From an optimization exercise on the open Yosys and OpenROAD flow, aimed at small area, a short achievable clock period and few clock cycles; shortcuts taken in it are not production practice. Function was checked by simulation only, so behaviour that the tests miss may differ from the original.

==> flow/design.v <==
package fir_pkg;
  typedef enum logic [1:0] {IDLE, PRIME, MAC, DONE} state_t;
  function automatic integer addr_w(input integer taps);
    addr_w = taps > 1 ? $clog2(taps) : 1;
  endfunction
  function automatic logic signed [63:0] sat_narrow(input logic signed [63:0] v, input integer w);
    logic signed [63:0] hi, lo;
    hi = (64'sd1 <<< (w - 1)) - 64'sd1;
    lo = -(64'sd1 <<< (w - 1));
    sat_narrow = v > hi ? hi : v < lo ? lo : v;
  endfunction
endpackage
module fir_mac_lane #(
  parameter int DATA_W  = 16,
  parameter int COEF_W  = 16,
  parameter int ACC_W   = 40,
  parameter int FRAC_SH = 15
) (
  input  logic                     clk,
  input  logic                     rst_n,
  input  logic                     clear,
  input  logic                     enable,
  input  logic signed [DATA_W-1:0] sample,
  input  logic signed [COEF_W-1:0] coef,
  output logic        [DATA_W-1:0] result
);
  localparam int PW = DATA_W + COEF_W;
  logic signed [ACC_W-1:0] acc;
  logic signed [PW-1:0] prod;
  assign prod = sample * coef;
  always_ff @(posedge clk or negedge rst_n)
    if (!rst_n) acc <= '0;
    else if (clear) acc <= '0;
    else if (enable) acc <= acc + {{(ACC_W - PW){prod[PW-1]}}, prod};
  logic signed [ACC_W-1:0] shifted;
  assign shifted = acc >>> FRAC_SH;
  assign result = DATA_W'(fir_pkg::sat_narrow(64'(shifted), DATA_W));
endmodule
module fir_mac_engine #(
  parameter int NUM_CH  = 2,
  parameter int DATA_W  = 16,
  parameter int COEF_W  = 16,
  parameter int TAPS    = 1021,
  parameter int ACC_W   = 40,
  parameter int FRAC_SH = 15
) (
  input  logic                       clk,
  input  logic                       rst_n,
  input  logic                       start,
  output logic [fir_pkg::addr_w(TAPS)-1:0]    coef_addr,
  output logic [fir_pkg::addr_w(TAPS)-1:0]    rd_idx,
  input  logic [COEF_W-1:0]          coef_in,
  input  logic [NUM_CH*DATA_W-1:0]   smpl_in,
  output logic                       busy,
  output logic                       out_vld,
  output logic [NUM_CH*DATA_W-1:0]   smpl_out
);
  localparam int AW = fir_pkg::addr_w(TAPS);
  localparam logic [AW-1:0] LAST = AW'(TAPS - 1);
  fir_pkg::state_t state;
  logic start_q, edge_det;
  logic [AW-1:0] addr, k;
  logic [NUM_CH*DATA_W-1:0] res;
  assign edge_det = start & ~start_q;
  assign coef_addr = addr;
  assign rd_idx = addr;
  for (genvar c = 0; c < NUM_CH; c++) begin : g_lane
    fir_mac_lane #(.DATA_W(DATA_W), .COEF_W(COEF_W), .ACC_W(ACC_W), .FRAC_SH(FRAC_SH)) u_lane (
      .clk(clk),
      .rst_n(rst_n),
      .clear(edge_det),
      .enable(state == fir_pkg::MAC),
      .sample(smpl_in[c*DATA_W +: DATA_W]),
      .coef(coef_in),
      .result(res[c*DATA_W +: DATA_W])
    );
  end
  always_ff @(posedge clk or negedge rst_n)
    if (!rst_n) begin
      state <= fir_pkg::IDLE;
      start_q <= 1'b0;
      addr <= '0;
      k <= '0;
      busy <= 1'b0;
      out_vld <= 1'b0;
      smpl_out <= '0;
    end else begin
      start_q <= start;
      out_vld <= 1'b0;
      if (edge_det) begin
        state <= fir_pkg::PRIME;
        addr <= '0;
        busy <= 1'b1;
      end else
        case (state)
          fir_pkg::PRIME: begin
            state <= fir_pkg::MAC;
            addr <= AW'(1);
            k <= '0;
          end
          fir_pkg::MAC: begin
            addr <= addr == LAST ? addr : addr + AW'(1);
            k <= k + AW'(1);
            if (k == LAST) begin
              state <= fir_pkg::DONE;
              busy <= 1'b0;
            end
          end
          fir_pkg::DONE: begin
            state <= fir_pkg::IDLE;
            addr <= '0;
            out_vld <= 1'b1;
            smpl_out <= res;
          end
          default: ;
        endcase
    end
endmodule
==> flow/run.sh <==
#!/bin/bash
# synth_recipe.tcl (not shown) runs the flow's synth.tcl, then flattens the netlist and writes it again
# the make line also repeats each setting of config.mk as NAME=value (left out here)
make -C /OpenROAD-flow-scripts/flow DESIGN_CONFIG=/design/flow/config.mk WORK_HOME=/design/flow/orfs CLKGATE_MAP_FILE= SYNTH_SCRIPT=/design/flow/synth_recipe.tcl finish
==> flow/config.mk <==
export PLATFORM = sky130hd
export DESIGN_NAME = fir_mac_engine
export DESIGN_NICKNAME = fir_mac_engine
export VERILOG_FILES = /design/flow/design.v
export SDC_FILE = /design/flow/constraint.sdc
export NUM_CORES = 4
export LEC_CHECK = 0
export CAP_MARGIN = 20
export CORE_MARGIN = 2
export CORE_UTILIZATION = 40
export SLEW_MARGIN = 20
==> flow/constraint.sdc <==
create_clock -name core_clock -period 10.5 [get_ports {clk}]
set_input_delay 2.1000 -clock core_clock [delete_from_list [all_inputs] [get_ports {clk}]]
set_output_delay 2.1000 -clock core_clock [all_outputs]
set_load 0.01 [all_outputs]
==> flow_summary.yaml <==
logic_synthesis:
  synthCells: 3311
  synth_area_leaders: "fa_1, dfrtp_1, ha_1, inv_1, and2_1"
  synth_edf_count: 0
  synth_top_cell_by_area: "fa_1"
  seq_area_frac_synth_pct: 11.7
  ys_top_cells_by_count: "inv_1, fa_1, nand2_1"
  syn_nets: 4141
  avgSynthCellArea_um2: 8.85
  synth-main-ff-cell: "dfrtp_1"
  ys_ff_latch: 137
  yosys.area.top_type_share_pct: 35.9
  synth.most_common_cell: "inv_1"
  synthArstFlopShare_pct: 100
  ys_types: 71
  yosysWarnings: 2
  syn_area_mm2: 0.0293
floorplanning:
  pin_count: 105
  die_w_um: 275
  die_area_mm2: 0.0755
  start_util_pct: 40.3
  die_h_um: 275
  core_area_mm2: 0.0727
  num_rows: 99
critical_path:
  arrival_ns: 10.45
  worstRegToRegCells: 14
  crit_buf_inv: 7
  crit_top_cell: "fa_1"
  crit_fanout: 23
  cp-end-kind: "flop"
  cp_slowest_cell: "fa_1"
  path_delay_family: "adder cells"
  slowest_delay_ns: 0.54
  cp.required_ns: 10.86
  path_class: "input pin to flop"
  path_depth: 36
  start_kind: "input pin"
placed_design:
  gp_congestion: 0.902
  dp_hpwl_um: 62200
  placed_area_mm2: 0.0333
  io_buffers: 104
  dp_slack_ns: -0.265
final_layout:
  finalNetCount: 4406
  stdcell_area_mm2: 0.0340
  fin_util_pct: 46.7
  area_growth_pct: 15.9
  antenna_cells: 0
  drive_gt1_share_pct: 9.23
clocking:
  cts_tree: "done"
  cts_hold_buffers: 0
  cts_max_path_buffers: 2
  cts_max_level: 4
  clkTransAtPathRegs_ns: 0.06
  cts.sinks: 137
  clk_latency_ns: 0.44
  numCtsBuffers: 17
  cts-root-buf: "clkbuf_16"
route:
  detail-route-antenna-nets: 0
  wirelength_um: 75000
  num_vias: 22800
  firstDrtPassIters: 5
  wl_per_cell_um: 16.5
  post-route-drc-count: 0
  drt_iter0_drc: 1067
  routed_via_density: 5.01
sta:
  finalClockSkew_ns: 0.0101
  slew_headroom_pct: 27.3
  grt_setup_unrepaired: "yes"
  finalSetupViolations: 0
  setup_tns_ns: 0
  fin_crit_sh_pct: 96.1
  setup_ws_ns: 0.412
  final-hold-violation-count: 0
  worstMarginPinSlew_ns: 1.09
  fin_hold_ws_ns: 0.483
  drv_slew: 0
  period_minus_slack_ns: 10.09
  fmax_mhz: 99.1
global_routing:
  grt_first_pass_wirelength_um: 125000
  grtUsageTotal_pct: 20.6
  grt_pass1_vias: 24200
  antenna_found_initial: 0
  grt_overflow: 0
  grt_max_degree: 89
run_status:
  status: "finished clean"
hold_path:
  hold_depth: 2
  holdCritPathClass: "flop to flop"
run:
  drv_cap: 0
[worst paths after layout]
kind                       slack (ns)                                start                                   end
setup / recovery                 0.41                           coef_in[4]  g_lane[0].u_lane.acc[39]$_DFFE_PN0P_
hold / removal                   0.48                     busy$_DFFE_PN0P_                      busy$_DFFE_PN0P_
setup reg to reg                 6.81  g_lane[1].u_lane.acc[0]$_DFFE_PN0P_  g_lane[1].u_lane.acc[36]$_DFFE_PN0P_
hold reg to reg                  0.48                     busy$_DFFE_PN0P_                      busy$_DFFE_PN0P_
max in group asynchronous        7.51                                rst_n  g_lane[0].u_lane.acc[35]$_DFFE_PN0P_
min in group asynchronous        1.75                                rst_n  g_lane[1].u_lane.acc[32]$_DFFE_PN0P_
[cells by family (layout without fill, tap and decap cells)]
group	count (synthesis)	in the layout	synth area share (%)
xor gates and xnor gates	134	134	4.05
DFF	137	137	11.7
muxes	35	35	1.20
adders and majority gates	779	779	46.7
and+or+nand+nor	1019	1019	16.7
buffers and inverters	737	1014	9.57
AOI/OAI and AO/OA	470	470	10.0
[through the flow]
stage | std cells
2_1_floorplan | 3311
3_3_place_gp | 4514
3_5_place_dp | 4514
4_1_cts | 4545
5_1_grt | 4547
6_report | 4547
[per-layer routing]
metal | vias up | part of all wire (%) | GRT usage (%)
met2 | 339 | 52 | 36.9
met5 | - | 0 | 0
li1 | 10900 | - | -
met4 | 0 | 1.0 | 3.45
met1 | 11500 | 44 | 27.5
met3 | 52 | 2.8 | 1.82
[placed cells by master, fill, tap and decap left out, drive strengths merged, types with 5 or more instances in the layout]
cell	Yosys	layout
dfrtp	137	137
nand2	370	370
clkbuf	112	25
clkinv	2	7
ha	253	253
a21o	47	47
o21a	17	17
o211ai	8	8
nor2b	25	25
buf	17	271
inv	606	606
and2	255	255
nand3	39	39
a21boi	5	5
or3	11	11
and4	9	9
a31oi	22	22
xnor2	95	95
clkdlybuf4s50	0	99
and3	16	16
o31ai	10	10
fa	526	526
xor2	38	38
nand2b	25	25
nor3	32	32
o21ai	123	123
o31a	5	5
nand4	19	19
mux2i	34	34
a31o	5	5
a211oi	24	24
or2	5	5
o21bai	13	13
nor2	198	198
nor4	6	6
a21oi	145	145
[what timing repair did]
item,4_1_cts,5_1_grt
setup buffers,0,1
resized for setup,0,20
endpoints found under the setup margin,0,6
[worst register-to-register path: cells and delay by family (launching register included)]
family | cells | cell delay (ns)
adder cells (fa/ha/maj) | 2 | 0.61
flip-flops | 1 | 0.35
buffers and inverters | 2 | 0.29
AND/OR/NAND/NOR | 5 | 0.63
AO/OA/AOI/OAI | 5 | 1.68
[final cells by class]
class                   count  area, um2
well taps                 959       1200
inverters                 608       2280
multi-input cells        2437      23200
clock inverters             7       66.3
fillers                  7077      38700
flip-flops and latches    137       3430
repair buffers            375       3340
clock buffers              24        502
[flip-flops by register name, summed over array words and instances (netlist names)]
signal,count
busy,1
g_lane.u_lane.acc,80
start_q,1
state,2
addr,10
out_vld,1
smpl_out,32
k,10
Testbench counts, summed over its fixed seeds: cycles 65,536.

## separate check: timing with driven ports
Ports are ideal in the flow. The routed layout listed here was re-timed in OpenROAD.
Step 1 sets driving cells, clkbuf_16 on the clock port and buf_2 on the other inputs (assumed; they add their load-dependent delay and slew).
Step 2 times the ports against the registers' clock, not the clock port: input delays grow and output delays shrink by t, the midpoint of the rising clock arrivals with the driver on.
Slacks: no drivers / after step 1 / after step 2; pairs: no drivers / after step 1.
shift t [ns]: 0.484
setup slack, ns: 0.412 / 0.433 / -0.052
worst setup path at the end: input to register
worst data-port slew with drivers (ns): 0.07
With both steps, setup timing fails in this run, where it was met with ideal ports. For this run, drivers alone change the setup slack by +0.021 ns; drivers and shift together by -0.464 ns.
